This is an optimization exercise on Yosys and OpenROAD, whose aim is small area, a short achievable clock period and few clock cycles, not a production implementation. Only simulation tests tie the RTL to the original design; equivalence was not proved. Power and IR drop assume default switching activity.

## flow/design.v

```verilog
`timescale 1ns / 1ps
package gts_pkg;
    localparam logic [1:0] MODE_IDLE  = 2'd0;
    localparam logic [1:0] MODE_DASH  = 2'd1;
    localparam logic [1:0] MODE_STR   = 2'd2;
    localparam logic [1:0] MODE_IDENT = 2'd3;
    localparam logic [3:0] KIND_ARROW  = 4'd0;
    localparam logic [3:0] KIND_LPAREN = 4'd1;
    localparam logic [3:0] KIND_RPAREN = 4'd2;
    localparam logic [3:0] KIND_STAR   = 4'd3;
    localparam logic [3:0] KIND_OPT    = 4'd4;
    localparam logic [3:0] KIND_BAR    = 4'd5;
    localparam logic [3:0] KIND_SEMI   = 4'd6;
    localparam logic [3:0] KIND_LIT    = 4'd7;
    localparam logic [3:0] KIND_IDENT  = 4'd8;
    localparam logic [3:0] KIND_EOF    = 4'd9;
    localparam logic [3:0] KIND_ERR    = 4'd10;
    localparam logic [1:0] ERR_NONE       = 2'd0;
    localparam logic [1:0] ERR_UNEXPECTED = 2'd1;
    localparam logic [1:0] ERR_OPEN_STR   = 2'd2;
    localparam logic [7:0] CH_DASH   = 8'h2D;
    localparam logic [7:0] CH_GT     = 8'h3E;
    localparam logic [7:0] CH_LPAREN = 8'h28;
    localparam logic [7:0] CH_RPAREN = 8'h29;
    localparam logic [7:0] CH_STAR   = 8'h2A;
    localparam logic [7:0] CH_QMARK  = 8'h3F;
    localparam logic [7:0] CH_BAR    = 8'h7C;
    localparam logic [7:0] CH_SEMI   = 8'h3B;
    localparam logic [7:0] CH_QUOTE  = 8'h22;
    localparam logic [7:0] CH_LF     = 8'h0A;
    localparam logic [7:0] CH_TAB    = 8'h09;
    localparam logic [7:0] CH_CR     = 8'h0D;
    localparam logic [7:0] CH_SPACE  = 8'h20;
    localparam int unsigned MAX_TOKENS = 3;
    localparam int unsigned QUEUE_DEPTH = 4;
    localparam int unsigned TOK_W = 54;
    localparam int unsigned BUNDLE_W = 2 + MAX_TOKENS * TOK_W;
endpackage
`timescale 1ns / 1ps
module grammar_token_scanner #(
    parameter int unsigned SOURCE_DEPTH = 65536
) (
    input  logic        aclk,
    input  logic        aresetn,
    input  logic        cfg_we,
    input  logic [15:0] cfg_wdata,
    input  logic        s_valid,
    output logic        s_ready,
    input  logic [7:0]  s_ch,
    input  logic        s_end_of_source,
    output logic        m_valid,
    input  logic        m_ready,
    output logic [3:0]  m_kind,
    output logic [15:0] m_line,
    output logic [15:0] m_start_res,
    output logic [15:0] m_length,
    output logic [1:0]  m_error_code,
    output logic        m_last_result
);
    localparam int unsigned POS_MAX_INT =
        (SOURCE_DEPTH - 1 < 65535) ? SOURCE_DEPTH - 1 : 65535;
    localparam logic [15:0] POS_MAX = 16'(POS_MAX_INT);
    logic        b_valid;
    logic        d_eos;         
    logic        d_lf;          
    logic        d_fid;         
    logic        d_fstr;        
    logic        d_id2;         
    logic        d_prep;        
    logic [1:0]  d_mode;        
    logic        o_valid;
    logic        o_bubble;      
    logic [3:0]  o_kind;
    logic [1:0]  o_err;
    logic        o_text;
    logic        o_last;
    logic        m_busy;
    logic        o_vl;
    logic [1:0]  o_text_c;
    logic        q_valid;
    logic [2:0]  q_code;
    logic        f_pend;
    logic [15:0] line_reg;
    logic [15:0] pos_reg;
    logic [15:0] ts_reg;
    logic [15:0] len_reg;
    logic [15:0] first_line_reg;
    logic [7:0] n_ch;
    logic       n_eos;
    logic is_alpha, is_alnum, is_lf, is_quote, is_gt, is_dash, is_blank;
    logic [2:0] punct_code;
    logic n_dash, n_str, n_ident, n_idle, n_fresh;
    logic n_v0, n_v1, n_v2, n_id2, n_fid, n_fstr, n_prep, n_bub;
    logic [1:0] n_mid, n_mode;
    logic [3:0] n_kind0, n_kind;
    logic [1:0] n_err;
    logic       n_text, n_last, n_valid, n_qv;
    logic [2:0] n_qcode;
    assign n_ch  = s_ch;
    assign n_eos = s_end_of_source;
    always_comb begin
        is_alpha = ((n_ch >= 8'h61) && (n_ch <= 8'h7A)) || ((n_ch >= 8'h41) && (n_ch <= 8'h5A));
        is_alnum = is_alpha || ((n_ch >= 8'h30) && (n_ch <= 8'h39));
        is_lf    = (n_ch == gts_pkg::CH_LF);
        is_quote = (n_ch == gts_pkg::CH_QUOTE);
        is_gt    = (n_ch == gts_pkg::CH_GT);
        is_dash  = (n_ch == gts_pkg::CH_DASH);
        is_blank = (n_ch == gts_pkg::CH_SPACE) || (n_ch == gts_pkg::CH_TAB) ||
                   (n_ch == gts_pkg::CH_CR);
        case (n_ch)
            gts_pkg::CH_LPAREN: punct_code = 3'd1;
            gts_pkg::CH_RPAREN: punct_code = 3'd2;
            gts_pkg::CH_STAR:   punct_code = 3'd3;
            gts_pkg::CH_QMARK:  punct_code = 3'd4;
            gts_pkg::CH_BAR:    punct_code = 3'd5;
            gts_pkg::CH_SEMI:   punct_code = 3'd6;
            default:            punct_code = 3'd7;
        endcase
        n_idle  = (d_mode == gts_pkg::MODE_IDLE);
        n_dash  = (d_mode == gts_pkg::MODE_DASH);
        n_str   = (d_mode == gts_pkg::MODE_STR);
        n_ident = (d_mode == gts_pkg::MODE_IDENT);
        n_v0    = (n_dash & is_gt) | (n_str & is_quote) | (n_ident & ~is_alnum);
        n_kind0 = n_dash ? gts_pkg::KIND_ARROW : (n_str ? gts_pkg::KIND_LIT : gts_pkg::KIND_IDENT);
        n_fresh = n_idle | (n_dash & ~is_gt) | (n_ident & ~is_alnum);
        n_v1    = n_fresh & ~is_dash & ~is_lf & ~is_blank & ~is_quote & ~is_alpha;
        n_fid   = n_fresh & is_alpha;
        n_fstr  = n_fresh & is_quote;
        if (n_fresh) begin
            if (is_dash)       n_mid = gts_pkg::MODE_DASH;
            else if (is_quote) n_mid = gts_pkg::MODE_STR;
            else if (is_alpha) n_mid = gts_pkg::MODE_IDENT;
            else               n_mid = gts_pkg::MODE_IDLE;
        end else if (n_v0) begin
            n_mid = gts_pkg::MODE_IDLE;
        end else begin
            n_mid = d_mode;
        end
        n_v2   = n_eos & n_mid[1];
        n_id2  = (n_mid == gts_pkg::MODE_IDENT);
        n_mode = n_eos ? gts_pkg::MODE_IDLE : n_mid;
        n_prep = n_eos & (is_lf | (n_mid == gts_pkg::MODE_IDENT));
        n_bub  = ~n_v0 & ~n_v1 & n_prep;
        n_valid = ~n_bub & (n_v0 | n_v1 | n_eos);
        n_kind  = gts_pkg::KIND_EOF;
        n_err   = gts_pkg::ERR_NONE;
        n_text  = 1'b0;
        n_last  = 1'b1;
        if (n_v0) begin
            n_kind = n_kind0;
            n_text = ~n_dash;
            n_last = ~(n_v1 | n_eos);
        end else if (n_v1) begin
            n_kind = (punct_code == 3'd7) ? gts_pkg::KIND_ERR : {1'b0, punct_code};
            n_err  = (punct_code == 3'd7) ? gts_pkg::ERR_UNEXPECTED : gts_pkg::ERR_NONE;
            n_last = ~n_eos;
        end else if (n_v2) begin
            n_kind = n_id2 ? gts_pkg::KIND_IDENT : gts_pkg::KIND_ERR;
            n_err  = n_id2 ? gts_pkg::ERR_NONE : gts_pkg::ERR_OPEN_STR;
            n_text = n_id2;
            n_last = 1'b0;
        end
        n_qv    = (n_v0 & n_v1) | (n_v2 & (n_v0 | n_bub));
        n_qcode = n_v1 ? punct_code : 3'd0;
    end
    logic out_take, advance, consume, main_free, take, load;
    logic to_post, prep;
    assign m_valid       = o_valid;
    assign m_kind        = o_kind;
    assign m_error_code  = o_err;
    assign m_last_result = o_last;
    assign m_line        = line_reg;
    assign m_start_res   = o_text_c[0] ? ts_reg : 16'd0;
    assign m_length      = o_text_c[1] ? len_reg : 16'd0;
    assign s_ready       = main_free;
    assign out_take  = o_valid & m_ready;
    assign advance   = (out_take & ~o_last) | o_bubble;
    assign consume   = b_valid & ((out_take & o_last) | (~o_valid & ~o_bubble));
    assign main_free = ~m_busy | (m_ready & o_vl);
    assign take      = s_valid & main_free;
    assign load      = take;
    assign to_post   = ~q_valid | (q_code == 3'd0);
    assign prep      = advance & d_prep & to_post;
    always_ff @(posedge aclk) begin
        if (load) begin
            d_eos  <= n_eos;
            d_lf   <= is_lf;
            d_fid  <= n_fid;
            d_fstr <= n_fstr;
            d_id2  <= n_id2;
            o_kind <= n_kind;
            o_err  <= n_err;
            o_text <= n_text;
            o_text_c <= {2{n_text}};
            o_last <= n_last;
            q_code <= n_qcode;
        end else if (advance) begin
            if (q_valid) begin
                if (q_code == 3'd0) begin
                    o_kind <= d_id2 ? gts_pkg::KIND_IDENT : gts_pkg::KIND_ERR;
                    o_err  <= d_id2 ? gts_pkg::ERR_NONE : gts_pkg::ERR_OPEN_STR;
                    o_text <= d_id2;
                    o_text_c <= {2{d_id2}};
                end else begin
                    o_kind <= (q_code == 3'd7) ? gts_pkg::KIND_ERR : {1'b0, q_code};
                    o_err  <= (q_code == 3'd7) ? gts_pkg::ERR_UNEXPECTED : gts_pkg::ERR_NONE;
                    o_text <= 1'b0;
                    o_text_c <= 2'b00;
                end
                o_last <= ~f_pend;
            end else begin
                o_kind <= gts_pkg::KIND_EOF;
                o_err  <= gts_pkg::ERR_NONE;
                o_text <= 1'b0;
                    o_text_c <= 2'b00;
                o_last <= 1'b1;
            end
        end
        if (prep) begin
            if (d_fid) begin
                ts_reg  <= pos_reg;
                len_reg <= 16'd1;
            end else if (d_id2) begin
                len_reg <= (len_reg == 16'hFFFF) ? 16'hFFFF : len_reg + 16'd1;
            end
        end else if (consume && !d_eos) begin
            if (d_fid) begin
                ts_reg  <= pos_reg;
                len_reg <= {15'd0, (pos_reg < POS_MAX)};
            end else if (d_fstr) begin
                ts_reg  <= (pos_reg == 16'hFFFF) ? 16'hFFFF : pos_reg + 16'd1;
                len_reg <= 16'd0;
            end else if (pos_reg < POS_MAX) begin
                len_reg <= len_reg + 16'd1;
            end
        end
    end
    always_ff @(posedge aclk) begin
        if (!aresetn) begin
            b_valid        <= 1'b0;
            o_valid        <= 1'b0;
            m_busy         <= 1'b0;
            o_vl           <= 1'b0;
            o_bubble       <= 1'b0;
            q_valid        <= 1'b0;
            f_pend         <= 1'b0;
            d_prep         <= 1'b0;
            d_mode         <= gts_pkg::MODE_IDLE;
            line_reg       <= 16'd1;
            pos_reg        <= 16'd0;
            first_line_reg <= 16'd1;
        end else begin
            if (load) begin
                m_busy   <= n_valid | n_bub;
                o_vl     <= n_valid & n_last;
                b_valid  <= 1'b1;
                d_mode   <= n_mode;
                d_prep   <= n_prep;
                o_valid  <= n_valid;
                o_bubble <= n_bub;
                q_valid  <= n_qv;
                f_pend   <= n_eos & (n_v0 | n_v1 | n_v2 | n_bub);
            end else begin
                if (consume) begin
                    b_valid <= 1'b0;
                    o_valid <= 1'b0;
                    m_busy  <= 1'b0;
                    o_vl    <= 1'b0;
                end else if (advance) begin
                    o_valid  <= 1'b1;
                    o_vl     <= ~q_valid | ~f_pend;
                    o_bubble <= 1'b0;
                    if (q_valid) begin
                        q_valid <= 1'b0;
                    end else begin
                        f_pend <= 1'b0;
                    end
                end
                if (prep) begin
                    d_prep <= 1'b0;
                end
            end
            if (consume) begin
                if (d_eos) begin
                    pos_reg <= 16'd0;
                end else if (pos_reg < POS_MAX) begin
                    pos_reg <= pos_reg + 16'd1;
                end
            end
            if (cfg_we && ((!b_valid && pos_reg == 16'd0 &&
                            d_mode == gts_pkg::MODE_IDLE) ||
                           (consume && d_eos))) begin
                line_reg <= cfg_wdata;
            end else if (consume && d_eos) begin
                line_reg <= first_line_reg;
            end else if ((consume || prep) && d_lf) begin
                line_reg <= (line_reg == 16'hFFFF) ? 16'hFFFF : line_reg + 16'd1;
            end
            if (cfg_we) begin
                first_line_reg <= cfg_wdata;
            end
        end
    end
endmodule
```

## flow/flow/run.sh

```bash
#!/bin/bash
# The standard layout, with the port buffers made from sky130_fd_sc_hd__buf_1
# instead of the delay cell buffer_ports picks by default. ORFS writes each
# step's log under orfs/logs; make's own output goes to standard.log.
bash standard.sh BUFFER_PORTS_ARGS="-buffer_cell sky130_fd_sc_hd__buf_1" finish > standard.log 2>&1
```

## flow/standard.sh

```bash
#!/bin/bash
# synth_recipe.tcl (not shown) runs the flow's synth.tcl, then flattens the netlist and writes it again
# the make line also repeats each setting of config.mk as NAME=value (left out here)
make -C /OpenROAD-flow-scripts/flow DESIGN_CONFIG=/design/flow/config.mk WORK_HOME=/design/flow/orfs CLKGATE_MAP_FILE= SYNTH_SCRIPT=/design/flow/synth_recipe.tcl "${@:-finish}"
```

## flow/config.mk

```make
export PLATFORM = sky130hd
export DESIGN_NAME = grammar_token_scanner
export DESIGN_NICKNAME = grammar_token_scanner
export VERILOG_FILES = /design/flow/design.v
export SDC_FILE = /design/flow/constraint.sdc
export NUM_CORES = 4
export LEC_CHECK = 0
export ABC_AREA = 1
export CAP_MARGIN = 20
export CORE_MARGIN = 2
export CORE_UTILIZATION = 65
export CTS_BUF_LIST = sky130_fd_sc_hd__clkbuf_4 sky130_fd_sc_hd__clkbuf_8
export SETUP_SLACK_MARGIN = 2.8
export SLEW_MARGIN = 20
```

## flow/constraint.sdc

```tcl
create_clock -name core_clock -period 5.5 [get_ports {aclk}]
set_input_delay 1.1000 -clock core_clock [delete_from_list [all_inputs] [get_ports {aclk}]]
set_output_delay 1.1000 -clock core_clock [all_outputs]
set_load 0.01 [all_outputs]
```

==> results_dict.tcl, run 1 <==
set metrics [dict create \
    status "complete, no violations" \
    timing.critical_path.fanout_max 3 \
    design.core.area_um2 9280 \
    area_growth_syn_to_layout_pct 12.6 \
    postSynthNetCount 916 \
    swShare 0.335 \
    buffer_ports.inserted 86 \
    grt_max_degree 31 \
    max_cap_viol_count 0 \
    place_congestion 0.911 \
    final.period_utilization 0.481 \
    final_setup_violation_count 0 \
    vias_per_cell 5.74 \
    post-synth-top-area-cell "edfxtp_1" \
    number_of_buffers_added_by_the_clock_tree_synthesis_step 9 \
    post_route_cells_drive_above_1_share 0.0766 \
    synth.yosys.seq_area_share 0.417 \
    die_y_um 102 \
    internal_power_mw 1.20 \
    routed-via-count 6287 \
    syn-instance-count 877 \
    cp_num_buf_inv 2 \
    tritoncts_num_sinks 106 \
    ir_worst_vdd_uv 135 \
    grt_util_all_layers 0.300 \
    design_power_total_mw 1.80 \
    num-fill-cells 723 \
    worstSetupPathType "in2out" \
    totalWireLength_um 15700 \
    number_of_detailed_routing_iterations_run_before_antenna_repair 6 \
    slew_viol_final 0 \
    first_iter_violations 594 \
    io-pin-count 87 \
    finalNetCount 1000 \
    route.detailed.drc 0 \
    max-clock-path-buffers 2 \
    critical_path.cell_chain "buf_1 > nand2_1 > nand2_1 > clkbuf_2" \
    number_of_placement_rows 35 \
    initial_utilization 0.672 \
    cts_root_buf "clkbuf_8" \
    post-route-min-period_ps 2650 \
    grt_pass1_wl_um 25300 \
    die_area_um2 10400 \
    synth-main-ff-cell "dfxtp_1" \
    finalHoldViolCount 0 \
    cts-hold-fix-buffers 0 \
    fin_tns_setup_ps 0 \
    critPathTopFamily "buffers and inverters" \
    fp.dieW_um 102 \
    grt_setup_unrepaired "true" \
    crit_required_ps 4400 \
    clock_skew_ps 17.1 \
    ctsHtreeMaxLevel 3 \
    grt_remaining_overflow 0 \
    synth_enable_flop_cells 48 \
    leakagePower_nw 3.05 \
    post_synth_instance_area_um2 6240 \
    post_synth_num_cell_types 45 \
    multiInputGateArea_um2 3150 \
    worst-endpoint-arrival_ps 1550 \
    timing.critical_path.slowest_stage_cell "clkbuf_2" \
    worstHoldPathType "reg2reg" \
    cpPeakStageDelay_ps 150 \
    clk-insertion-delay-late_ps 380 \
    clk_transition_reported_paths_ps 110 \
    postSynth.asyncResetShare 0 \
    synth.area.top_cells "edfxtp_1, dfxtp_1, nand2_1" \
    max-slew-margin-rel 0.322 \
    comb_power_share 0.207 \
    yosysTopAreaCellShare 0.231 \
    power_frac_clock 0.268 \
    synthesized_area_per_cell_um2 7.12 \
    yosys_warnings 1 \
    postSynthRegisterBits 106 \
    first_global_vias 5437 \
    grt_antenna_before_repair 0 \
    tritoncts "yes" \
    max_slew.worst_pin.slew_ps 1020 \
    power.switching_mw 0.603 \
    diodes 0 \
    timing.critical_path.from_type "input pin" \
    drt-wirelength-per-cell_um 14.4 \
    cpMostUsedCell "nand2_1" \
    detailed_place_hpwl_um 10800 \
    layout.area.seq_um2 2600 \
    critical_path_capture_point_type "primary output" \
    fmaxAchievable_mhz 378 \
    final_antenna_net_count 0 \
    seqPwrFrac 0.526 \
    power.density_cell_area_nw_per_um2 256 \
]
final timing paths:
kind,depth (start not counted),slack [ps],start,to
min reg2reg,2,500,first_line_reg[0],first_line_reg[0]
min,2,500,first_line_reg[0],first_line_reg[0]
max,4,2850,m_ready,s_ready
max reg2reg,9,3040,len_reg[0],len_reg[13]
cell usage after synthesis (all sizes together) (3+ instances only):
library cell,number
nor3,24
a21oi,59
o211ai,3
o21ai,70
clkinv,3
or2,4
clkbuf,17
buf,4
a22oi,7
nor2,115
nand4,16
edfxtp,48
o2111ai,3
xnor2,5
dfxtp,58
ha,9
nand2,198
nand3,57
inv,130
o22ai,7
nor4,6
xor2,16
a31oi,10
tightest hold or removal path, delay by kind of cell (launching register included):
| family | cells | cell delay (ps) |
|---|---|---|
| flip-flops | 1 | 340 |
| AND/OR/NAND/NOR | 2 | 130 |
area by class of cell:
class / instances / share of cell area
clock buffers: 10 / 0.0196
clock inverters: 6 / 0.00784
inverters: 133 / 0.0718
multi-input cells: 617 / 0.448
flip-flops and latches: 106 / 0.371
well taps: 129 / 0.0230
repair buffers: 94 / 0.0591
cells by family (layout without fill, tap and decap cells):
group / after synthesis / in the layout / synth area share
compound gates: 166 / 166 / 0.147
buf+inv: 154 / 243 / 0.0944
fa+ha+maj: 9 / 9 / 0.0180
xor+xnor: 21 / 21 / 0.0295
simple gates: 421 / 421 / 0.294
flops: 106 / 106 / 0.417
placed cells by master (no fill, tap or decap), types with 2 or more instances in the layout:
cell type,Yosys,final
nand2_1,195,187
inv_1,124,123
nor2_1,110,104
buf_1,1,83
o21ai_0,65,65
dfxtp_1,58,58
a21oi_1,57,55
nand3_1,55,54
edfxtp_1,48,48
nor3_1,21,21
xor2_1,16,16
nand4_1,14,14
a31oi_1,10,10
clkbuf_8,0,10
ha_1,9,9
nand2_2,2,8
nor2_4,3,7
a22oi_1,7,7
o22ai_1,7,7
inv_2,6,6
nor4_1,6,6
o21ai_1,5,5
xnor2_1,5,5
buf_4,0,5
nor2_2,2,4
or2_2,4,4
a21oi_2,2,3
o2111ai_1,3,3
nand2_4,1,3
o211ai_1,3,3
inv_6,0,3
clkbuf_2,0,3
clkinv_2,1,2
nand3_2,2,2
nor3_2,3,2
clkinv_4,0,2
buf_12,0,2
through the flow:
step           instances  setup slack [ps]  hold WS, ps   util  instance area, um^2
2_1_floorplan        877              2890          429      -                 6250
3_3_place_gp        1073              1860          456  0.718                 6660
5_1_grt             1095              2740          514  0.757                 7020
4_1_cts             1093              2810          501  0.748                 6940
6_report            1095              2850          499  0.757                 7020
3_5_place_dp        1073              1640          478  0.718                 6660
timing repair:
action	4_1_cts	5_1_grt
gates cloned	0	0
setup endpoints to repair	94	70
buffers inserted	4	2
pin swaps	1	3
resized for setup	10	20
power by group through the flow:
stage / Clock, mW / Combinational, mW / Sequential [mW]
floorplan: 0 / 0.241 / 0.956
global placement: 0 / 0.327 / 0.963
detailed placement: 0 / 0.339 / 0.965
CTS: 0.482 / 0.356 / 0.943
global route: 0.510 / 0.418 / 0.954
finish: 0.482 / 0.373 / 0.946
routing by layer:
layer / GRT usage / wire length (um) / up-vias
li1: - / - / 3067
met5: 0 / 0 / -
met1: 0.417 / 6570 / 2846
met3: 0.0404 / 1270 / 44
met4: 0.0800 / 310 / 0
met2: 0.498 / 7580 / 330
Testbench counts, summed over its fixed seeds: cycles 24,819.
==> inputs of run 2 (changes only) <==
--- a/flow/config.mk
+++ b/flow/config.mk
@@ -5,10 +5,10 @@
 export SDC_FILE = /design/flow/constraint.sdc
 export NUM_CORES = 4
 export LEC_CHECK = 0
-export ABC_AREA = 1
+export ABC_CLOCK_PERIOD_IN_PS = 1000
 export CAP_MARGIN = 20
 export CORE_MARGIN = 2
 export CORE_UTILIZATION = 65
 export CTS_BUF_LIST = sky130_fd_sc_hd__clkbuf_4 sky130_fd_sc_hd__clkbuf_8
-export SETUP_SLACK_MARGIN = 2.8
+export SETUP_SLACK_MARGIN = 3.2
 export SLEW_MARGIN = 20
==> run 2 against run 1 <==
Design area is 18% higher. Largest cell class unchanged. Critical endpoint is now o_vl. Via count grew 7.7%. Combinational power increased by 15%. Sequential power down 1%. Non-clock buffer count grew 59. Wire length is 34% higher.
==> results_dict.tcl, run 2 <==
set metrics [dict create \
    status "complete, no violations" \
    synth.yosys.seq_area_share 0.421 \
    grt_util_all_layers 0.319 \
    internal_power_mw 1.23 \
    worstReg2RegStart "pos_reg[0]" \
    worstReg2RegEnd "pos_reg[12]" \
    critPathLaunch "s_ch[7]" \
    hold-path-endpoint "first_line_reg[0]" \
    io-pin-count 87 \
    most_frequently_used_cell_type_in_the_post_synthesis_netlist "nand2_1" \
    fp.dieW_um 101 \
    tritoncts "yes" \
    final.hold.worst_slack_ps 527 \
    postSynthRegisterBits 106 \
    grt_antenna_before_repair 0 \
    clk-insertion-delay-late_ps 380 \
    first_iter_violations 619 \
    finalNetCount 881 \
    max_cap_viol_count 0 \
    cts_root_buf "clkbuf_8" \
    final_antenna_net_count 0 \
    post-synth-top-area-cell "edfxtp_1" \
    post_synth_num_cell_types 69 \
    max-slew-margin-rel 0.515 \
    syn-instance-count 713 \
    synth.area.top_cells "edfxtp_1, dfxtp_1, o21ai_0" \
    initial_utilization 0.669 \
    drt-wirelength-per-cell_um 21.6 \
    grt_remaining_overflow 0 \
    route.detailed.drc 0 \
    max-clock-path-buffers 2 \
    synthesized_area_per_cell_um2 8.66 \
    final.period_utilization 0.474 \
    timing.critical_path.slowest_stage_cell "o311ai_4" \
    die_area_um2 10300 \
    holdCritStartpoint "first_line_reg[0]" \
    timing.hold.worst_path_depth 2 \
    power_frac_clock 0.253 \
    totalWireLength_um 21100 \
    routed-via-count 6774 \
    synth_top_cells_by_count "nand2_1, nor2_1, dfxtp_1" \
    comb_power_share 0.236 \
    synth_enable_flop_cells 48 \
    synth-main-ff-cell "dfxtp_1" \
    max_slew.worst_pin.slew_ps 727 \
    worstHoldPathType "reg2reg" \
    slew_viol_final 0 \
    yosysTopAreaCellShare 0.233 \
    ir_worst_vdd_uv 153 \
    postSynthNetCount 752 \
    grt_max_degree 42 \
    critPathTopFamily "simple AND/OR/NAND/NOR gates" \
    vias_per_cell 6.94 \
    worst-endpoint-arrival_ps 2930 \
    post-route-min-period_ps 2610 \
    grt_setup_unrepaired "true" \
    number_of_detailed_routing_iterations_run_before_antenna_repair 6 \
    clock_skew_ps 9.26 \
    reg2regPathDepth 9 \
    critical_path_capture_point_type "flop" \
    worst-r2r-setup-slack_ps 2970 \
    diodes 0 \
    timing.critical_path.from_type "input pin" \
    yosys_warnings 1 \
    post_synth_instance_area_um2 6180 \
    clk_transition_reported_paths_ps 110 \
    area_growth_syn_to_layout_pct 34.7 \
    multiInputGateArea_um2 4100 \
    layout.area.seq_um2 2610 \
    swShare 0.326 \
    design.core.area_um2 9240 \
    tritoncts_num_sinks 106 \
    layout.cells.most_common "nand2_1" \
    seqPwrFrac 0.512 \
    fin_tns_setup_ps 0 \
    fmaxAchievable_mhz 383 \
    critical_path.cell_chain "buf_8 > nor3b_4 > and3_4 > o21ai_4 > buf_6 > a31oi_4 > o21bai_4 > o311ai_4 > and3_1" \
    power.switching_mw 0.593 \
    ctsHtreeMaxLevel 3 \
    crit_required_ps 5820 \
    power.density_cell_area_nw_per_um2 219 \
    leakagePower_nw 3.12 \
    num-fill-cells 405 \
    worstSetupPathType "in2reg" \
    grt_pass1_wl_um 26600 \
    buffer_ports.inserted 86 \
    detailed_place_hpwl_um 10300 \
    number_of_placement_rows 35 \
    cpPeakStageDelay_ps 320 \
    die_y_um 101 \
    postSynth.asyncResetShare 0 \
    finalHoldViolCount 0 \
    mostFrequentLayoutCells "nand2_1, dfxtp_1, nor2_1, edfxtp_1, buf_1" \
    timing.critical_path.fanout_max 5 \
    place_congestion 0.899 \
    cp_num_buf_inv 2 \
    first_global_vias 5637 \
    final_setup_violation_count 0 \
    post_route_cells_drive_above_1_share 0.289 \
    number_of_buffers_added_by_the_clock_tree_synthesis_step 9 \
]
-- run 2: changes by cell type after synthesis, sizes merged, moves of 18 or more --
cell | previous run | this run
nand2 | 198 | 65
inv | 130 | 18
nor2 | 115 | 61
and2 | 0 | 41
nand3 | 57 | 29
a31oi | 10 | 36
nor2b | 0 | 20
and3 | 0 | 18
-- run 2: worst max-delay path by stage --
| stage | to | cells after the start | slack, ps |
|---|---|---|---|
| floorplan | o_err[0] | 8 | 2780 |
| global placement | ts_reg[12] | 7 | 2250 |
| detailed placement | ts_reg[12] | 7 | 2190 |
| CTS | s_ready | 4 | 2990 |
| global route | o_kind[0] | 8 | 2860 |
| finish | o_vl | 9 | 2890 |
-- run 2: cell type report --
| class | count | share of cell area |
|---|---|---|
| clock buffer | 9 | 0.0149 |
| clock inverter | 7 | 0.00617 |
| sequential | 106 | 0.314 |
| tap | 129 | 0.0194 |
| multi-input combinational | 554 | 0.493 |
| timing repair buffer | 153 | 0.144 |
| inverter | 18 | 0.00857 |
-- run 2: power by group through the flow --
stage	Clock [mW]	Sequential, mW	Combinational, mW
2_1_floorplan	0	0.932	0.201
3_5_place_dp	0	0.939	0.273
5_1_grt	0.479	0.936	0.451
6_report	0.460	0.932	0.430
3_3_place_gp	0	0.937	0.265
4_1_cts	0.446	0.920	0.328
-- run 2: worst reg2reg max path: cells and delay by family (launching register included) --
family                   cells  cell delay (ps)
AND/OR/NAND/NOR              3              690
AO/OA/AOI/OAI                2              650
buffers and inverters        3              480
flip-flops                   1              410
adder cells (fa/ha/maj)      1              240
-- run 2: logic make-up (layout without fill, tap and decap cells) --
group / after synthesis / in the layout / share of synthesized area
DFF: 106 / 106 / 0.421
adders and majority gates: 9 / 9 / 0.0182
AOI/OAI and AO/OA: 207 / 209 / 0.217
buffers and inverters: 57 / 187 / 0.0354
and+or+nand+nor: 296 / 298 / 0.251
muxes: 17 / 17 / 0.0275
xor gates and xnor gates: 21 / 21 / 0.0298
-- run 2: metrics by stage --
| stage | cell area [um^2] | power (mW) | worst slack [ps] | util | std cells |
|---|---|---|---|---|---|
| finish | 8320 | 1.82 | 2890 | 0.900 | 976 |
| CTS | 7540 | 1.69 | 2990 | 0.816 | 944 |
| global route | 8320 | 1.87 | 2860 | 0.900 | 976 |
| detailed placement | 6750 | 1.21 | 2190 | 0.731 | 893 |
| floorplan | 6460 | 1.13 | 2780 | - | 713 |
| global placement | 6750 | 1.20 | 2250 | 0.731 | 893 |
-- run 2: repair_timing --
action / CTS / global route
hold buffers: 0 / 0
setup endpoints to repair: 158 / 145
setup buffers: 35 / 24
gates cloned: 0 / 8
hold endpoints to repair: 0 / 0
gates resized for setup: 69 / 177
pin swaps: 18 / 29
-- run 2: routing by layer --
layer | vias to the layer above | track usage | part of all wire
li1 | 2912 | - | -
met1 | 3131 | 0.410 | 0.35
met2 | 566 | 0.548 | 0.49
met3 | 165 | 0.0504 | 0.092
met4 | 0 | 0.112 | 0.065
met5 | - | 0 | 0
==> inputs of run 3 (changes only) <==
--- a/flow/design.v
+++ b/flow/design.v
@@ -85,6 +85,7 @@
     logic [15:0] ts_reg;
     logic [15:0] len_reg;
     logic [15:0] first_line_reg;
+    logic        src_start;
     logic [7:0] n_ch;
     logic       n_eos;
     logic is_alpha, is_alnum, is_lf, is_quote, is_gt, is_dash, is_blank;
@@ -164,7 +165,12 @@
         n_qcode = n_v1 ? punct_code : 3'd0;
     end
     logic out_take, advance, consume, main_free, take, load;
-    logic to_post, prep;
+    logic to_post, prep, new_src;
+    logic [16:0] pos_inc, line_inc, len_inc;
+    assign pos_inc  = {1'b0, pos_reg} + 17'd1;
+    assign line_inc = {1'b0, line_reg} + 17'd1;
+    assign len_inc  = {1'b0, len_reg} + 17'd1;
+    assign new_src  = load & (src_start | (consume & d_eos));
     assign m_valid       = o_valid;
     assign m_kind        = o_kind;
     assign m_error_code  = o_err;
@@ -220,22 +226,29 @@
             if (d_fid) begin
                 ts_reg  <= pos_reg;
                 len_reg <= 16'd1;
-            end else if (d_id2) begin
-                len_reg <= (len_reg == 16'hFFFF) ? 16'hFFFF : len_reg + 16'd1;
+            end else if (d_id2 && !len_inc[16]) begin
+                len_reg <= len_inc[15:0];
             end
         end else if (consume && !d_eos) begin
             if (d_fid) begin
                 ts_reg  <= pos_reg;
                 len_reg <= {15'd0, (pos_reg < POS_MAX)};
             end else if (d_fstr) begin
-                ts_reg  <= (pos_reg == 16'hFFFF) ? 16'hFFFF : pos_reg + 16'd1;
+                ts_reg  <= (pos_reg < POS_MAX) ? pos_inc[15:0] : pos_reg;
                 len_reg <= 16'd0;
             end else if (pos_reg < POS_MAX) begin
-                len_reg <= len_reg + 16'd1;
+                len_reg <= len_inc[15:0];
             end
         end
     end
     always_ff @(posedge aclk) begin
+        if (new_src) begin
+            line_reg <= first_line_reg;
+        end else if ((consume || prep) && d_lf && !line_inc[16]) begin
+            line_reg <= line_inc[15:0];
+        end
+    end
+    always_ff @(posedge aclk) begin
         if (!aresetn) begin
             b_valid        <= 1'b0;
             o_valid        <= 1'b0;
@@ -246,7 +259,7 @@
             f_pend         <= 1'b0;
             d_prep         <= 1'b0;
             d_mode         <= gts_pkg::MODE_IDLE;
-            line_reg       <= 16'd1;
+            src_start      <= 1'b1;
             pos_reg        <= 16'd0;
             first_line_reg <= 16'd1;
         end else begin
@@ -284,17 +297,13 @@
                 if (d_eos) begin
                     pos_reg <= 16'd0;
                 end else if (pos_reg < POS_MAX) begin
-                    pos_reg <= pos_reg + 16'd1;
+                    pos_reg <= pos_inc[15:0];
                 end
             end
-            if (cfg_we && ((!b_valid && pos_reg == 16'd0 &&
-                            d_mode == gts_pkg::MODE_IDLE) ||
-                           (consume && d_eos))) begin
-                line_reg <= cfg_wdata;
+            if (load) begin
+                src_start <= 1'b0;
             end else if (consume && d_eos) begin
-                line_reg <= first_line_reg;
-            end else if ((consume || prep) && d_lf) begin
-                line_reg <= (line_reg == 16'hFFFF) ? 16'hFFFF : line_reg + 16'd1;
+                src_start <= 1'b1;
             end
             if (cfg_we) begin
                 first_line_reg <= cfg_wdata;
--- a/flow/config.mk
+++ b/flow/config.mk
@@ -8,7 +8,7 @@
 export ABC_CLOCK_PERIOD_IN_PS = 1000
 export CAP_MARGIN = 20
 export CORE_MARGIN = 2
-export CORE_UTILIZATION = 65
+export CORE_UTILIZATION = 40
 export CTS_BUF_LIST = sky130_fd_sc_hd__clkbuf_4 sky130_fd_sc_hd__clkbuf_8
-export SETUP_SLACK_MARGIN = 3.2
+export SETUP_SLACK_MARGIN = 3.0
 export SLEW_MARGIN = 20
==> run 3 against run 2 <==
Still clean on timing, DRC and antenna. Count of clock-buffer cells in the layout up 2. Power down 4.1%. First-iteration DRC count down 38%. Cell count down 5.9%. Design area down 14%. Non-clock buffer count down 43. Via count down 26%. Synthesized cell count down 10%.
==> results_dict.tcl, run 3 <==
set metrics [dict create \
    number_of_detailed_routing_iterations_run_before_antenna_repair 5 \
    worst-endpoint-arrival_ps 3040 \
    power.switching_mw 0.486 \
    fp.dieW_um 125 \
    tritoncts_num_sinks 107 \
    number_of_buffers_added_by_the_clock_tree_synthesis_step 9 \
    timing.critical_path.from_type "input pin" \
    initial_utilization 0.406 \
    grt_remaining_overflow 0 \
    postSynthRegisterBits 107 \
    comb_power_share 0.167 \
    cpPeakStageDelay_ps 480 \
    grt_max_degree 25 \
    post-synth-top-area-cell "edfxtp_1" \
    io-pin-count 87 \
    multiplexer_share_of_the_synthesized_area 0.0329 \
    post_synth_and_or_nand_nor_area_fraction 0.256 \
    cts-hold-fix-buffers 0 \
    power_frac_clock 0.289 \
    layout.cells.most_common "buf_1" \
    detailroute.wirelength.met3_um 563 \
    die_y_um 125 \
    vias_per_cell 5.48 \
    postSynthNetCount 677 \
    detailed_place_hpwl_um 9690 \
    synth.yosys.seq_area_share 0.475 \
    synth_compound_gate_area_share 0.135 \
    area_growth_syn_to_layout_pct 22.1 \
    mostFrequentLayoutCells "buf_1, edfxtp_1, nand2_1, nor2_1, dfxtp_1" \
    fin_tns_setup_ps 0 \
    route.detailed.drc 0 \
    post_synth_instance_area_um2 5850 \
    routed-via-count 5027 \
    finalNetCount 767 \
    slew_viol_final 0 \
    totalWireLength_um 14500 \
    worstSetupPathType "in2reg" \
    critPathTopFamily "simple AND/OR/NAND/NOR gates" \
    worstHoldPathType "reg2reg" \
    die_area_um2 15600 \
    max_slew.worst_pin.slew_ps 655 \
    post-route-min-period_ps 2920 \
    place_congestion 0.946 \
    swShare 0.278 \
    diodes 0 \
    final_setup_violation_count 0 \
    yosysTopAreaCellShare 0.328 \
    design.core.area_um2 14400 \
    finish.utilization 0.496 \
    post-place-cells 879 \
    max-clock-path-buffers 2 \
    final.period_utilization 0.531 \
    post_synth_num_cell_types 64 \
    syn-instance-count 639 \
    post_synth_xor_area_fraction 0.0524 \
    synth_enable_flop_cells 64 \
    cts_root_buf "clkbuf_8" \
    synth_top_family_by_area "simple AND/OR/NAND/NOR gates" \
    ir_worst_vdd_uv 129 \
    synth_top_cells_by_count "edfxtp_1, nand2_1, nor2_1" \
    clk-insertion-delay-late_ps 380 \
    yosys_warnings 1 \
    tritoncts "yes" \
    timing.critical_path.fanout_max 7 \
    clock_skew_ps 11.5 \
    drt-wirelength-per-cell_um 15.7 \
    leakagePower_nw 2.47 \
    crit_required_ps 5620 \
    buffer_ports.inserted 86 \
    grt_antenna_before_repair 0 \
    synthesized_area_per_cell_um2 9.16 \
    instances_no_fill 918 \
    ctsHtreeMaxLevel 3 \
    grt_setup_unrepaired "true" \
    post_route_cells_drive_above_1_share 0.154 \
    finalHoldViolCount 0 \
    final_antenna_net_count 0 \
    grt_pass1_wl_um 23000 \
    power.density_cell_area_nw_per_um2 244 \
    cp_num_buf_inv 2 \
    status "complete, no violations" \
    met1_length_um 6330 \
    met2_wirelength_um 7370 \
    max-slew-margin-rel 0.564 \
    internal_power_mw 1.26 \
    timing.critical_path.slowest_stage_cell "or4_1" \
    critical_path_capture_point_type "flop" \
    max_cap_viol_count 0 \
    first_iter_violations 382 \
    synth-main-ff-cell "edfxtp_1" \
    clk_transition_reported_paths_ps 100 \
    seqPwrFrac 0.545 \
    maxUsedRoutingLayer "met4" \
    first_global_vias 4635 \
    synth.area.top_cells "edfxtp_1, dfxtp_1, and2_1" \
    number_of_placement_rows 44 \
    yosys.area_share.adder 0.0171 \
    num-fill-cells 1395 \
    fmaxAchievable_mhz 342 \
    critical_path.cell_chain "buf_2 > and3_1 > a41oi_2 > nor2_4 > buf_4 > o311ai_4 > nor3_1 > or4_1" \
    grt_util_all_layers 0.180 \
    postSynth.asyncResetShare 0 \
]
-- run 3: metrics by stage --
| stage | power [mW] | cell area, um^2 | setup WS, ps | hold WS, ps |
|---|---|---|---|---|
| 6_report | 1.75 | 7150 | 2580 | 495 |
| 5_1_grt | 1.84 | 7150 | 2550 | 542 |
| 4_1_cts | 1.74 | 6910 | 2660 | 497 |
| 3_5_place_dp | 1.20 | 6350 | 1850 | 482 |
| 3_3_place_gp | 1.20 | 6350 | 1960 | 475 |
| 2_1_floorplan | 1.13 | 5940 | 2130 | 454 |
-- run 3: final cells by class --
class / instances / area [um^2] / area share
clock inverter: 5 / 58.8 / 0.00822
clock buffer: 11 / 151 / 0.0212
multi-input combinational: 487 / 3260 / 0.455
sequential: 107 / 2780 / 0.389
tap: 184 / 230 / 0.0322
inverter: 14 / 56.3 / 0.00787
timing repair buffer: 110 / 614 / 0.0859
-- run 3: tightest hold or removal path, cell delays in order, from the launching register on --
cell and delay, ps:
dfxtp_1 330, o21ai_0 70, a21oi_1 60
-- run 3: power by group through the flow --
stage	Combinational (mW)	Clock [mW]	Sequential, mW
after CTS	0.267	0.522	0.951
final	0.291	0.505	0.952
after detailed placement	0.231	0	0.973
after global routing	0.321	0.558	0.959
after floorplan	0.163	0	0.965
after global placement	0.228	0	0.971
-- run 3: worst paths after layout --
check / startpoint / depth (start not counted) / end / slack, ps
setup / recovery: s_ch[5] / 8 / o_last / 2580
hold / removal: pos_reg[9] / 2 / pos_reg[9] / 490
setup reg to reg: d_mode[0] / 8 / o_last / 2880
hold reg to reg: pos_reg[9] / 2 / pos_reg[9] / 490
-- run 3: logic make-up (layout without fill, tap and decap cells) --
family                   Yosys count  after routing
XOR/XNOR                          35             35
multiplexers                      19             19
buffers and inverters             46            140
adder cells (fa/ha/maj)            8              8
flip-flops                       107            107
AND/OR/NAND/NOR                  295            296
AO/OA/AOI/OAI                    129            129
-- run 3: layer usage --
| metal | vias to the layer above | GRT usage |
|---|---|---|
| met5 | - | 0 |
| met2 | 116 | 0.309 |
| met4 | 0 | 0.0549 |
| met1 | 2403 | 0.233 |
| met3 | 18 | 0.0317 |
| li1 | 2490 | - |
-- run 3: timing repair --
item                       CTS  global route
resized for setup           58            36
hold endpoints to repair     0             0
cloned                       1             0
pin swaps                   13            18
setup buffers               12            10
setup endpoints to repair  135            60
Testbench counts of run 3, summed over its fixed seeds: cycles 24,819.
==> inputs of run 4 (changes only) <==
--- a/flow/config.mk
+++ b/flow/config.mk
@@ -5,7 +5,7 @@
 export SDC_FILE = /design/flow/constraint.sdc
 export NUM_CORES = 4
 export LEC_CHECK = 0
-export ABC_CLOCK_PERIOD_IN_PS = 1000
+export ABC_CLOCK_PERIOD_IN_PS = 1500
 export CAP_MARGIN = 20
 export CORE_MARGIN = 2
 export CORE_UTILIZATION = 40
==> run 4 against run 3 <==
Still clean on timing, DRC and antenna. Design area unchanged. Sequential share of layout area unchanged. Worst hold slack unchanged. Largest cell class unchanged.
==> results_dict.tcl, run 4 <==
set metrics [dict create \
    status "complete, no violations" \
    fp.dieW_um 125 \
    vias_per_cell 5.48 \
    detailed_place_hpwl_um 9690 \
    number_of_placement_rows 44 \
    syn-instance-count 639 \
    design_power_total_mw 1.75 \
    power.switching_mw 0.486 \
    io-pin-count 87 \
    fin_area_um2 7150 \
    ir_worst_vdd_uv 129 \
    critical_path_capture_point_type "flop" \
    finalNetCount 767 \
    clock_skew_ps 11.5 \
    synthesized_area_per_cell_um2 9.16 \
    worstHoldPathType "reg2reg" \
    fmaxAchievable_mhz 342 \
    final.hold.worst_slack_ps 495 \
    yosys_warnings 1 \
    grt_antenna_before_repair 0 \
    mostFrequentLayoutCells "buf_1, edfxtp_1, nand2_1, nor2_1, dfxtp_1" \
    dpl_cell_area_um2 6350 \
    grt_util_all_layers 0.180 \
    slew_viol_final 0 \
    tritoncts_num_sinks 107 \
    tritoncts "yes" \
    timing.critical_path.slowest_stage_cell "or4_1" \
    post-route-min-period_ps 2920 \
    swShare 0.278 \
    max-slew-margin-rel 0.564 \
    internal_power_mw 1.26 \
    totalWireLength_um 14500 \
    synth.area.top_cells "edfxtp_1, dfxtp_1, and2_1" \
    buffer_ports.inserted 86 \
    post-synth-top-area-cell "edfxtp_1" \
    grt_remaining_overflow 0 \
    worst-endpoint-arrival_ps 3040 \
    design.core.area_um2 14400 \
    area_growth_syn_to_layout_pct 22.1 \
    routed-via-count 5027 \
    grt_setup_unrepaired "true" \
    synth.yosys.seq_area_share 0.475 \
    postSynthRegisterBits 107 \
    post_synth_instance_area_um2 5850 \
    yosysTopAreaCellShare 0.328 \
    timing.critical_path.fanout_max 7 \
    postSynthNetCount 677 \
    number_of_detailed_routing_iterations_run_before_antenna_repair 5 \
    grt_max_degree 25 \
    final_setup_violation_count 0 \
    cpPeakStageDelay_ps 480 \
    grt_pass1_wl_um 23000 \
    drt-wirelength-per-cell_um 15.7 \
    power_frac_clock 0.289 \
    num-fill-cells 1395 \
    post-place-cells 879 \
    comb_power_share 0.167 \
    finalHoldViolCount 0 \
    initial_utilization 0.406 \
    postSynth.asyncResetShare 0 \
    die_area_um2 15600 \
    layout.cells.most_common "buf_1" \
    clk-insertion-delay-late_ps 380 \
    die_y_um 125 \
    fin_tns_setup_ps 0 \
    synth_enable_flop_cells 64 \
    ctsHtreeMaxLevel 3 \
    seqPwrFrac 0.545 \
    max_slew.worst_pin.slew_ps 655 \
    max_cap_viol_count 0 \
    critical_path.cell_chain "buf_2 > and3_1 > a41oi_2 > nor2_4 > buf_4 > o311ai_4 > nor3_1 > or4_1" \
    reg2regPathDepth 8 \
    crit_required_ps 5620 \
    power.density_cell_area_nw_per_um2 244 \
    synth-main-ff-cell "edfxtp_1" \
    instances_no_fill 918 \
    timing.critical_path.from_type "input pin" \
    first_iter_violations 382 \
    synth_top_cells_by_count "edfxtp_1, nand2_1, nor2_1" \
    number_of_buffers_added_by_the_clock_tree_synthesis_step 9 \
    clk_transition_reported_paths_ps 100 \
    timing.hold.worst_path_depth 2 \
    post_synth_num_cell_types 64 \
    leakagePower_nw 2.47 \
    max-clock-path-buffers 2 \
    place_congestion 0.946 \
    post_route_cells_drive_above_1_share 0.154 \
    first_global_vias 4635 \
    final_antenna_net_count 0 \
    worstSetupPathType "in2reg" \
    route.detailed.drc 0 \
    cts_root_buf "clkbuf_8" \
    diodes 0 \
    cts-hold-fix-buffers 0 \
    final.period_utilization 0.531 \
]
==> run 4: cell counts after synthesis <==
Identical to the previous run, type by type.
==> run 4: path summary, 6_finish.rpt <==
kind	start	end	slack (ps)
hold / removal	pos_reg[9]	pos_reg[9]	490
hold reg to reg	pos_reg[9]	pos_reg[9]	490
setup / recovery	s_ch[5]	o_last	2580
setup reg to reg	d_mode[0]	o_last	2880
==> run 4: layout make-up <==
cell class / count / area (um^2) / area share
timing repair buffer: 110 / 614 / 0.0859
inverter: 14 / 56.3 / 0.00787
clock inverter: 5 / 58.8 / 0.00822
clock buffer: 11 / 151 / 0.0212
multi-input combinational: 487 / 3260 / 0.455
sequential: 107 / 2780 / 0.389
tap: 184 / 230 / 0.0322
==> run 4: cells by family after synthesis <==
kind of cell / count (synthesis) / synth area share
flip-flops: 107 / 0.475
AND/OR/NAND/NOR: 295 / 0.256
adder cells (fa/ha/maj): 8 / 0.0171
AO/OA/AOI/OAI: 129 / 0.135
XOR/XNOR: 35 / 0.0524
multiplexers: 19 / 0.0329
buffers and inverters: 46 / 0.0314
==> run 4: timing repair <==
| action | CTS | global route |
|---|---|---|
| pin swaps | 13 | 18 |
| setup buffers | 12 | 10 |
| gates cloned | 1 | 0 |
| gates resized for setup | 58 | 36 |
| endpoints found under the setup margin | 135 | 60 |
==> run 4: power by group through the flow <==
| stage | clock network (mW) | registers [mW] | logic, mW |
|---|---|---|---|
| 5_1_grt | 0.558 | 0.959 | 0.321 |
| 6_report | 0.505 | 0.952 | 0.291 |
| 2_1_floorplan | 0 | 0.965 | 0.163 |
| 4_1_cts | 0.522 | 0.951 | 0.267 |
| 3_3_place_gp | 0 | 0.971 | 0.228 |
| 3_5_place_dp | 0 | 0.973 | 0.231 |
==> run 4: metrics by stage <==
step           utilization  worst slack [ps]
2_1_floorplan            -              2130
3_3_place_gp         0.440              1960
3_5_place_dp         0.440              1850
4_1_cts              0.479              2660
5_1_grt              0.496              2550
6_report             0.496              2580
==> run 4: worst max-delay path, delay by kind of cell <==
kind                   cells  cell delay (ps)
AO/OA/AOI/OAI              2              720
buffers and inverters      2              300
AND/OR/NAND/NOR            4              920
==> run 4: routing by layer <==
layer  share of wire  vias to the layer above  wire length (um)  track usage
met3           0.039                       18               563       0.0317
li1                -                     2490                 -            -
met5               0                        -                 0            0
met4           0.013                        0               194       0.0549
met1            0.44                     2403              6330        0.233
met2            0.51                      116              7370        0.309
==> inputs of run 5 (changes only) <==
--- a/flow/config.mk
+++ b/flow/config.mk
@@ -5,10 +5,10 @@
 export SDC_FILE = /design/flow/constraint.sdc
 export NUM_CORES = 4
 export LEC_CHECK = 0
-export ABC_CLOCK_PERIOD_IN_PS = 1500
+export ABC_AREA = 1
 export CAP_MARGIN = 20
 export CORE_MARGIN = 2
 export CORE_UTILIZATION = 40
 export CTS_BUF_LIST = sky130_fd_sc_hd__clkbuf_4 sky130_fd_sc_hd__clkbuf_8
-export SETUP_SLACK_MARGIN = 3.0
+export SETUP_SLACK_MARGIN = 3.2
 export SLEW_MARGIN = 20
==> run 5 against run 4 <==
Sequential share of layout area shrank 2.8 points. Critical endpoint is now s_ready. Register-to-register slack gained 270 ps. Setup slack gained 400 ps. Power grew 6.1%. Critical path type is now in2out. Clock power grew 4%. Count of clock-buffer cells in the layout is the same. Combinational power grew 24%. Synthesized cell count grew 20%. Design area grew 8.0%. Global-route usage shrank 0.81 points. Largest cell class unchanged.
==> results_dict.tcl, run 5 <==
set metrics [dict create \
    status "complete, no violations" \
    synth-main-ff-cell "edfxtp_1" \
    finalNetCount 917 \
    grt_util_all_layers 0.172 \
    fin_tns_setup_ps 0 \
    first_global_vias 4555 \
    synth.yosys.seq_area_share 0.461 \
    post-place-cells 1016 \
    layout.cells.most_common "nand2_1" \
    worstHoldPathType "reg2reg" \
    post_synth_instance_area_um2 6040 \
    critical_path_capture_point_type "primary output" \
    postSynthNetCount 804 \
    yosys_warnings 1 \
    most_frequently_used_cell_type_in_the_post_synthesis_netlist "nand2_1" \
    final_antenna_net_count 0 \
    final.hold.worst_slack_ps 481 \
    power.density_cell_area_nw_per_um2 240 \
    max-clock-path-buffers 2 \
    critical_path.cell_chain "buf_8 > nand2_4 > nand2_4 > buf_6" \
    worstReg2RegStart "len_reg[1]" \
    final_setup_violation_count 0 \
    synth_top_cells_by_count "nand2_1, inv_1, nor2_1" \
    synth.area.top_cells "edfxtp_1, dfxtp_1, nand2_1" \
    grt_antenna_before_repair 0 \
    cp_num_buf_inv 2 \
    io-pin-count 87 \
    synthesized_area_per_cell_um2 7.88 \
    dpl_cell_area_um2 6630 \
    post-synth-top-area-cell "edfxtp_1" \
    grt_setup_unrepaired "true" \
    worstSetupPathType "in2out" \
    place_congestion 0.809 \
    synth_enable_flop_cells 64 \
    cpPeakStageDelay_ps 110 \
    grt_pass1_wl_um 22200 \
    timing.critical_path.from_type "input pin" \
    finalWorstSetupSlack_ps 2970 \
    holdCritStartpoint "first_line_reg[0]" \
    post-route-min-period_ps 2530 \
    fmaxAchievable_mhz 396 \
    number_of_buffers_added_by_the_clock_tree_synthesis_step 9 \
    final.period_utilization 0.459 \
    initial_utilization 0.412 \
    buffer_ports.inserted 86 \
    fp.dieW_um 127 \
    num-fill-cells 1400 \
    first_iter_violations 394 \
    finish.utilization 0.527 \
    slew_viol_final 0 \
    finalHoldViolCount 0 \
    timing.critical_path.slowest_stage_cell "buf_6" \
    max_slew.worst_pin.slew_ps 673 \
    instances_no_fill 1068 \
    max_cap_viol_count 0 \
    route.detailed.drc 0 \
    diodes 0 \
    vias_per_cell 4.97 \
    grt_remaining_overflow 0 \
    post_route_cells_drive_above_1_share 0.266 \
    critPathLaunch "m_ready" \
    leakagePower_nw 3.17 \
    place_ws_ps 2180 \
    tritoncts "yes" \
    cpMostUsedCell "nand2_4" \
    area_growth_syn_to_layout_pct 27.9 \
    drt-wirelength-per-cell_um 13.8 \
    cts_root_buf "clkbuf_8" \
    worst-endpoint-arrival_ps 1430 \
    ir_worst_vdd_uv 150 \
    yosysTopAreaCellShare 0.318 \
    number_of_placement_rows 44 \
    timing.critical_path.fanout_max 3 \
    die_area_um2 16100 \
    post_synth_num_cell_types 49 \
    crit_required_ps 4400 \
    syn-instance-count 766 \
    die_y_um 127 \
    postSynth.asyncResetShare 0 \
    mostFrequentLayoutCells "nand2_1, inv_1, nor2_1, edfxtp_1, buf_1" \
    design.core.area_um2 14600 \
    totalWireLength_um 14700 \
    clk_transition_reported_paths_ps 100 \
    clk-insertion-delay-late_ps 380 \
    grt_max_degree 28 \
    routed-via-count 5313 \
    design_power_total_mw 1.85 \
    clock_skew_ps 17.2 \
    fin_area_um2 7720 \
    ctsHtreeMaxLevel 3 \
    detailed_place_hpwl_um 9820 \
    number_of_detailed_routing_iterations_run_before_antenna_repair 6 \
    critPathTopFamily "buffers and inverters" \
    tritoncts_num_sinks 107 \
    postSynthRegisterBits 107 \
    max-slew-margin-rel 0.551 \
]
## run 5: cell types whose count changed after synthesis, moves of 13 or more
cell,change
nor3_1,-13
nor2_1,+30
mux2i_1,-17
nand2_1,+112
and3_1,-18
and2_1,-40
inv_1,+86
## run 5: layout make-up
class	instances	area [um^2]	share of cell area
Clock inverter	5	65.1	0.00843
Multi-Input combinational cell	528	3220	0.417
Inverter	110	438	0.0567
Timing Repair inverter	2	12.5	0.00162
Clock buffer	11	151	0.0196
Timing Repair Buffer	121	821	0.106
Tap cell	184	230	0.0298
Sequential cell	107	2790	0.361
## run 5: routing by layer
| layer | up-vias | GRT usage | wire length, um |
|---|---|---|---|
| li1 | 2733 | - | - |
| met1 | 2424 | 0.240 | 6880 |
| met2 | 140 | 0.273 | 7000 |
| met3 | 16 | 0.0350 | 655 |
| met4 | 0 | 0.0452 | 155 |
| met5 | - | 0 | 0 |
## run 5: cells by family (layout without fill, tap and decap cells)
group,after synthesis,count (layout),synth area share
compound gates,127,128,0.119
flops,107,107,0.461
fa+ha+maj,8,8,0.0166
simple gates,367,367,0.273
mux,4,4,0.00746
xor+xnor,21,21,0.0305
buf+inv,132,249,0.0926
## run 5: where the power goes
group / total, mW / leakage [nW] / internal (mW) / switching [mW]
Combinational: 0.362 / 2.11 / 0.144 / 0.218
Clock: 0.524 / 0.111 / 0.241 / 0.283
Sequential: 0.968 / 0.947 / 0.916 / 0.0515
Total: 1.85 / 3.17 / 1.30 / 0.553
## run 5: worst paths after layout
path,to,slack [ps],depth (start not counted)
min,first_line_reg[0],480,2
max,s_ready,2970,4
min reg2reg,first_line_reg[0],480,2
max reg2reg,len_reg[15],3150,12
## run 5: timing repair
item	4_1_cts	5_1_grt
buffers inserted	8	23
endpoints found under the setup margin	133	100
gates resized for setup	26	151
gates cloned	2	3
hold buffers	0	0
pin swaps	7	24
## run 5: tightest hold or removal path: cells and delay by family (launching register included)
family	cells	cell delay, ps
and+or+nand+nor	2	110
DFF	1	350
==> inputs of run 6 (changes only) <==
--- a/flow/config.mk
+++ b/flow/config.mk
@@ -10,5 +10,5 @@
 export CORE_MARGIN = 2
 export CORE_UTILIZATION = 40
 export CTS_BUF_LIST = sky130_fd_sc_hd__clkbuf_4 sky130_fd_sc_hd__clkbuf_8
-export SETUP_SLACK_MARGIN = 3.2
+export SETUP_SLACK_MARGIN = 3.0
 export SLEW_MARGIN = 20
==> run 6 against run 5 <==
First-iteration DRC count is 23% lower. Clock power is 14% lower. Register-to-register slack hardly changed. Via count is 3.9% lower. Critical endpoint unchanged. Largest cell class unchanged. Highest routed layer unchanged.
==> results_dict.tcl, run 6 <==
set metrics [dict create \
    timing.critical_path.fanout_max 3 \
    ir_worst_vdd_uv 92.0 \
    synth_compound_gate_area_share 0.119 \
    synth_top_cells_by_count "nand2_1, inv_1, nor2_1" \
    grt_max_degree 31 \
    first_global_vias 4736 \
    fin_area_um2 6950 \
    vias_per_cell 4.87 \
    first_iter_violations 305 \
    timing.critical_path.from_type "input pin" \
    number_of_buffers_added_by_the_clock_tree_synthesis_step 9 \
    fp.dieW_um 127 \
    max-slew-margin-rel 0.488 \
    multiplexer_share_of_the_synthesized_area 0.00746 \
    max_cap_viol_count 0 \
    seqPwrFrac 0.563 \
    final_setup_violation_count 0 \
    postSynth.asyncResetShare 0 \
    synthesized_area_per_cell_um2 7.88 \
    worst-endpoint-arrival_ps 1430 \
    power.switching_mw 0.509 \
    mostFrequentLayoutCells "nand2_1, inv_1, nor2_1, buf_1, edfxtp_1" \
    synth.yosys.seq_area_share 0.461 \
    finalWorstSetupSlack_ps 2970 \
    crit_required_ps 4400 \
    timing.hold.worst_path_depth 2 \
    detailed_place_hpwl_um 9650 \
    yosys.area_share.adder 0.0166 \
    fmaxAchievable_mhz 395 \
    place_ws_ps 2140 \
    status "complete, no violations" \
    cts_root_buf "clkbuf_8" \
    synth_top_family_by_area "simple AND/OR/NAND/NOR gates" \
    design.core.area_um2 14600 \
    place_congestion 0.844 \
    swShare 0.298 \
    buffer_ports.inserted 86 \
    postSynthRegisterBits 107 \
    postSynthNetCount 804 \
    fin_tns_setup_ps 0 \
    layout.cells.most_common "nand2_1" \
    post_synth_num_cell_types 49 \
    grt_util_all_layers 0.173 \
    clk-insertion-delay-late_ps 390 \
    power_frac_clock 0.264 \
    dpl_cell_area_um2 6520 \
    post_route_cells_drive_above_1_share 0.138 \
    grt_antenna_before_repair 0 \
    post_synth_instance_area_um2 6040 \
    final_antenna_net_count 0 \
    synth_enable_flop_cells 64 \
    cpMostUsedCell "nand2_2" \
    most_frequently_used_cell_type_in_the_post_synthesis_netlist "nand2_1" \
    post-synth-top-area-cell "edfxtp_1" \
    post_synth_xor_area_fraction 0.0305 \
    power.density_cell_area_nw_per_um2 246 \
    die_area_um2 16100 \
    route.detailed.drc 0 \
    io-pin-count 87 \
    final.period_utilization 0.460 \
    critical_path.cell_chain "buf_8 > nand2_2 > nand2_2 > buf_6" \
    max-clock-path-buffers 2 \
    critical_path_capture_point_type "primary output" \
    yosys_warnings 1 \
    comb_power_share 0.173 \
    number_of_placement_rows 44 \
    synth.area.top_cells "edfxtp_1, dfxtp_1, nand2_1" \
    yosysTopAreaCellShare 0.318 \
    synth-main-ff-cell "edfxtp_1" \
    reg2regPathDepth 10 \
    internal_power_mw 1.20 \
    routed-via-count 5106 \
    drt-wirelength-per-cell_um 12.8 \
    finalHoldViolCount 0 \
    clk_transition_reported_paths_ps 90 \
    grt_pass1_wl_um 22400 \
    initial_utilization 0.412 \
    max_slew.worst_pin.slew_ps 768 \
    slew_viol_final 0 \
    worstSetupPathType "in2out" \
    tritoncts "yes" \
    clock_skew_ps 11.6 \
    area_growth_syn_to_layout_pct 15.1 \
    grt_remaining_overflow 0 \
    totalWireLength_um 13400 \
    syn-instance-count 766 \
    leakagePower_nw 2.82 \
    die_y_um 127 \
    worstHoldPathType "reg2reg" \
    diodes 0 \
    ctsHtreeMaxLevel 3 \
    timing.critical_path.slowest_stage_cell "buf_6" \
    post_synth_and_or_nand_nor_area_fraction 0.273 \
    tritoncts_num_sinks 107 \
    finalNetCount 897 \
    post-route-min-period_ps 2530 \
    number_of_detailed_routing_iterations_run_before_antenna_repair 5 \
    cpPeakStageDelay_ps 120 \
    grt_setup_unrepaired "true" \
]
-- run 6: power groups by stage --
| stage | combinational [mW] | clock [mW] | sequential (mW) |
|---|---|---|---|
| 2_1_floorplan | 0.189 | 0 | 0.977 |
| 3_3_place_gp | 0.264 | 0 | 0.983 |
| 3_5_place_dp | 0.266 | 0 | 0.984 |
| 4_1_cts | 0.287 | 0.467 | 0.961 |
| 5_1_grt | 0.335 | 0.500 | 0.968 |
| 6_report | 0.295 | 0.451 | 0.962 |
-- run 6: final cells by class --
| type | count | area [um^2] |
|---|---|---|
| clock inverter | 6 | 40.0 |
| tap | 184 | 230 |
| inverter | 110 | 432 |
| timing repair inverter | 1 | 7.51 |
| sequential | 107 | 2780 |
| multi-input combinational | 528 | 2820 |
| fill | 1485 | 7690 |
| timing repair buffer | 102 | 495 |
| clock buffer | 10 | 138 |
-- run 6: cell families after synthesis --
group / after synthesis
XOR/XNOR: 21
buffers and inverters: 132
adder cells (fa/ha/maj): 8
flip-flops: 107
AO/OA/AOI/OAI: 127
multiplexers: 4
AND/OR/NAND/NOR: 367
-- run 6: timing repair --
item	CTS	global route
cloned	1	1
hold buffers	0	0
gates resized for setup	11	22
setup buffers	7	7
pin swaps	3	3
hold endpoints to repair	0	0
endpoints found under the setup margin	98	63
-- run 6: final timing paths --
check,from,slack (ps),to
setup / recovery,m_ready,2970,s_ready
hold / removal,first_line_reg[0],490,first_line_reg[0]
setup reg to reg,q_code[2],3160,ts_reg[9]
hold reg to reg,first_line_reg[0],490,first_line_reg[0]
-- run 6: stage by stage --
stage / hold slack, ps / instances / utilization / total power [mW]
after floorplan: 430 / 766 / - / 1.17
final: 486 / 1048 / 0.475 / 1.71
after global routing: 509 / 1048 / 0.475 / 1.80
after CTS: 491 / 1040 / 0.465 / 1.71
after global placement: 460 / 1016 / 0.445 / 1.25
after detailed placement: 464 / 1016 / 0.445 / 1.25
-- run 6: layer usage --
layer  track usage  up-vias  part of all wire
met1         0.230     2279              0.48
met2         0.275      110              0.46
li1              -     2687                 -
met5             0        -                 0
met4        0.0795        0             0.026
met3        0.0295       30             0.035
-- run 6: critical path: cells and delay by family --
family / cells / cell delay, ps
AND/OR/NAND/NOR: 2 / 110
buffers and inverters: 2 / 220
==> inputs of run 7 (changes only) <==
==> flow/flow/run.sh (replaced) <==
#!/bin/bash
# The standard layout, with the port buffers made from sky130_fd_sc_hd__buf_1
# instead of the delay cell buffer_ports picks by default, and power recovery
# (downsizing of gates off the critical paths) after global routing. ORFS
# writes each step's log under orfs/logs; make's own output goes to standard.log.
bash standard.sh BUFFER_PORTS_ARGS="-buffer_cell sky130_fd_sc_hd__buf_1" RECOVER_POWER=100 finish > standard.log 2>&1
==> run 7 against run 6 <==
Wire length up 0.30%. Via count fell by 0.43%. Cell count unchanged. Critical path depth is 6 higher. Count of clock-buffer cells in the layout unchanged. Worst hold slack got worse by 0.87 ps. Design area fell by 2.9%. Sequential power about the same.
==> results_dict.tcl, run 7 <==
set metrics [dict create \
    status "complete, no violations" \
    die_y_um 127 \
    critical_path_capture_point_type "flop" \
    totalWireLength_um 13500 \
    synth_top_family_by_area "simple AND/OR/NAND/NOR gates" \
    worst-endpoint-arrival_ps 3410 \
    post-place-cells 1016 \
    post_route_cells_drive_above_1_share 0.0984 \
    post_synth_xor_area_fraction 0.0305 \
    tritoncts "yes" \
    number_of_detailed_routing_iterations_run_before_antenna_repair 5 \
    diodes 0 \
    grt_util_all_layers 0.173 \
    timing.critical_path.from_type "input pin" \
    grt_antenna_before_repair 0 \
    grt.met1_usage 0.230 \
    design.core.area_um2 14600 \
    postSynthRegisterBits 107 \
    number_of_buffers_added_by_the_clock_tree_synthesis_step 9 \
    instances_no_fill 1048 \
    design_power_total_mw 1.68 \
    clk_transition_reported_paths_ps 100 \
    detailed_place_hpwl_um 9650 \
    most_frequently_used_cell_type_in_the_post_synthesis_netlist "nand2_1" \
    multiplexer_share_of_the_synthesized_area 0.00746 \
    power.density_cell_area_nw_per_um2 250 \
    cts_root_buf "clkbuf_8" \
    post-route-min-period_ps 3290 \
    clk-insertion-delay-late_ps 390 \
    max_slew.worst_pin.slew_ps 1020 \
    synth-main-ff-cell "edfxtp_1" \
    post_synth_instance_area_um2 6040 \
    final_setup_violation_count 0 \
    initial_utilization 0.412 \
    drt-wirelength-per-cell_um 12.8 \
    cts-hold-fix-buffers 0 \
    yosys_warnings 1 \
    max_cap_viol_count 0 \
    critPathTopFamily "buffers and inverters" \
    fin_tns_setup_ps 0 \
    multiInputGateArea_um2 2710 \
    finalHoldViolCount 0 \
    grt_busiest_layer "met2" \
    crit_required_ps 5620 \
    synth_top_cells_by_count "nand2_1, inv_1, nor2_1" \
    grt_remaining_overflow 0 \
    route.detailed.drc 0 \
    max-clock-path-buffers 2 \
    buffer_ports.inserted 86 \
    num-fill-cells 1512 \
    final_antenna_net_count 0 \
    post_synth_and_or_nand_nor_area_fraction 0.273 \
    number_of_placement_rows 44 \
    grt_pass1_wl_um 22400 \
    critical_path.cell_chain "clkbuf_1 > nand2_1 > nand2_1 > clkbuf_4 > nand2_1 > inv_1 > clkbuf_1 > nor2_1 > o21ai_0 > o2111ai_1" \
    cpMostUsedCell "nand2_1" \
    fp.dieW_um 127 \
    fmaxAchievable_mhz 304 \
    area_growth_syn_to_layout_pct 11.7 \
    yosysTopAreaCellShare 0.318 \
    final.period_utilization 0.597 \
    synth.area.top_cells "edfxtp_1, dfxtp_1, nand2_1" \
    grt_max_degree 31 \
    ir_worst_vdd_uv 92.8 \
    mostFrequentLayoutCells "nand2_1, inv_1, nor2_1, buf_1, edfxtp_1" \
    global_routing_met3_resource_utilization 0.0295 \
    post-synth-top-area-cell "edfxtp_1" \
    layout.area.seq_um2 2780 \
    max-slew-margin-rel 0.319 \
    worstSetupPathType "in2reg" \
    worstHoldPathType "reg2reg" \
]
==> run 7: cell counts after synthesis <==
No cell type changed its count.
==> run 7: cell type report <==
| type | instances | area share |
|---|---|---|
| multi-input cells | 528 | 0.401 |
| clock inverters | 6 | 0.00593 |
| inverters | 110 | 0.0636 |
| well taps | 184 | 0.0341 |
| flip-flops and latches | 107 | 0.412 |
| repair buffers | 102 | 0.0618 |
| repair inverters | 1 | 0.000742 |
| clock buffers | 10 | 0.0204 |
==> run 7: cell families (layout without fill, tap and decap cells) <==
group / count (synthesis) / after routing
adders and majority gates: 8 / 8
AOI/OAI and AO/OA: 127 / 127
DFF: 107 / 107
and+or+nand+nor: 367 / 368
xor gates and xnor gates: 21 / 21
buffers and inverters: 132 / 229
muxes: 4 / 4
==> run 7: path summary, 6_finish.rpt <==
kind | startpoint | endpoint | depth (start not counted)
setup / recovery | m_ready | o_kind[1] | 10
hold / removal | first_line_reg[0] | first_line_reg[0] | 2
setup reg to reg | o_valid | len_reg[3] | 7
hold reg to reg | first_line_reg[0] | first_line_reg[0] | 2
==> run 7: worst reg2reg max path: cells and delay by family (launching register included) <==
kind / cells / cell delay [ps]
AOI/OAI and AO/OA: 3 / 780
DFF: 1 / 370
and+or+nand+nor: 2 / 260
buffers and inverters: 2 / 1090
==> run 7: what timing repair did <==
item / CTS / global route
endpoints found under the setup margin: 98 / 63
pin swaps: 3 / 3
cloned: 1 / 1
setup buffers: 7 / 7
gates resized for setup: 11 / 22
==> run 7: power by group <==
part / total (mW) / internal (mW) / switching (mW)
registers: 0.961 / 0.916 / 0.0448
clock network: 0.450 / 0.176 / 0.273
logic: 0.273 / 0.0915 / 0.181
==> run 7: metal layers <==
layer,part of all wire,wire length (um)
met2,0.45,6100
met5,0,0
met1,0.48,6510
met3,0.036,482
met4,0.026,354
==> run 7: per-stage QoR <==
stage | worst slack (ps) | hold slack (ps) | cell area (um^2) | util
detailed placement | 2140 | 464 | 6520 | 0.445
finish | 2210 | 485 | 6750 | 0.461
global route | 1960 | 509 | 6750 | 0.461
floorplan | 3000 | 430 | 6080 | -
CTS | 2950 | 491 | 6820 | 0.465
global placement | 2210 | 460 | 6520 | 0.445

-- what the ideal ports hide --
How much do the figures lean on ideal ports? The routed layouts below were timed once more, with nothing changed but the port constraints. Step 1: set_driving_cell puts a clkbuf_16 on aclk and a buf_2 on each other input, an assumption about the parent block. Step 2, shift: input delay + t, output delay - t, t = (earliest + latest rising clock arrival at the registers) / 2. This alone moves slack from input paths to output paths. a / b / c = no drivers / after step 1 / after step 2; a / b = the first two.
run | shift t [ns] | setup WS [ns]
run 1 | 0.405 | 2.855 / 2.802 / 2.443
run 2 | 0.402 | 2.891 / 2.873 / 2.472
run 3 | 0.404 | 2.579 / 2.595 / 2.191
run 4 | 0.404 | 2.579 / 2.595 / 2.191
run 5 | 0.410 | 2.974 / 2.928 / 2.676
run 6 | 0.418 | 2.971 / 2.928 / 2.664
run 7 | 0.418 | 2.215 / 2.222 / 1.804
After both steps setup and hold are still met in every run listed.
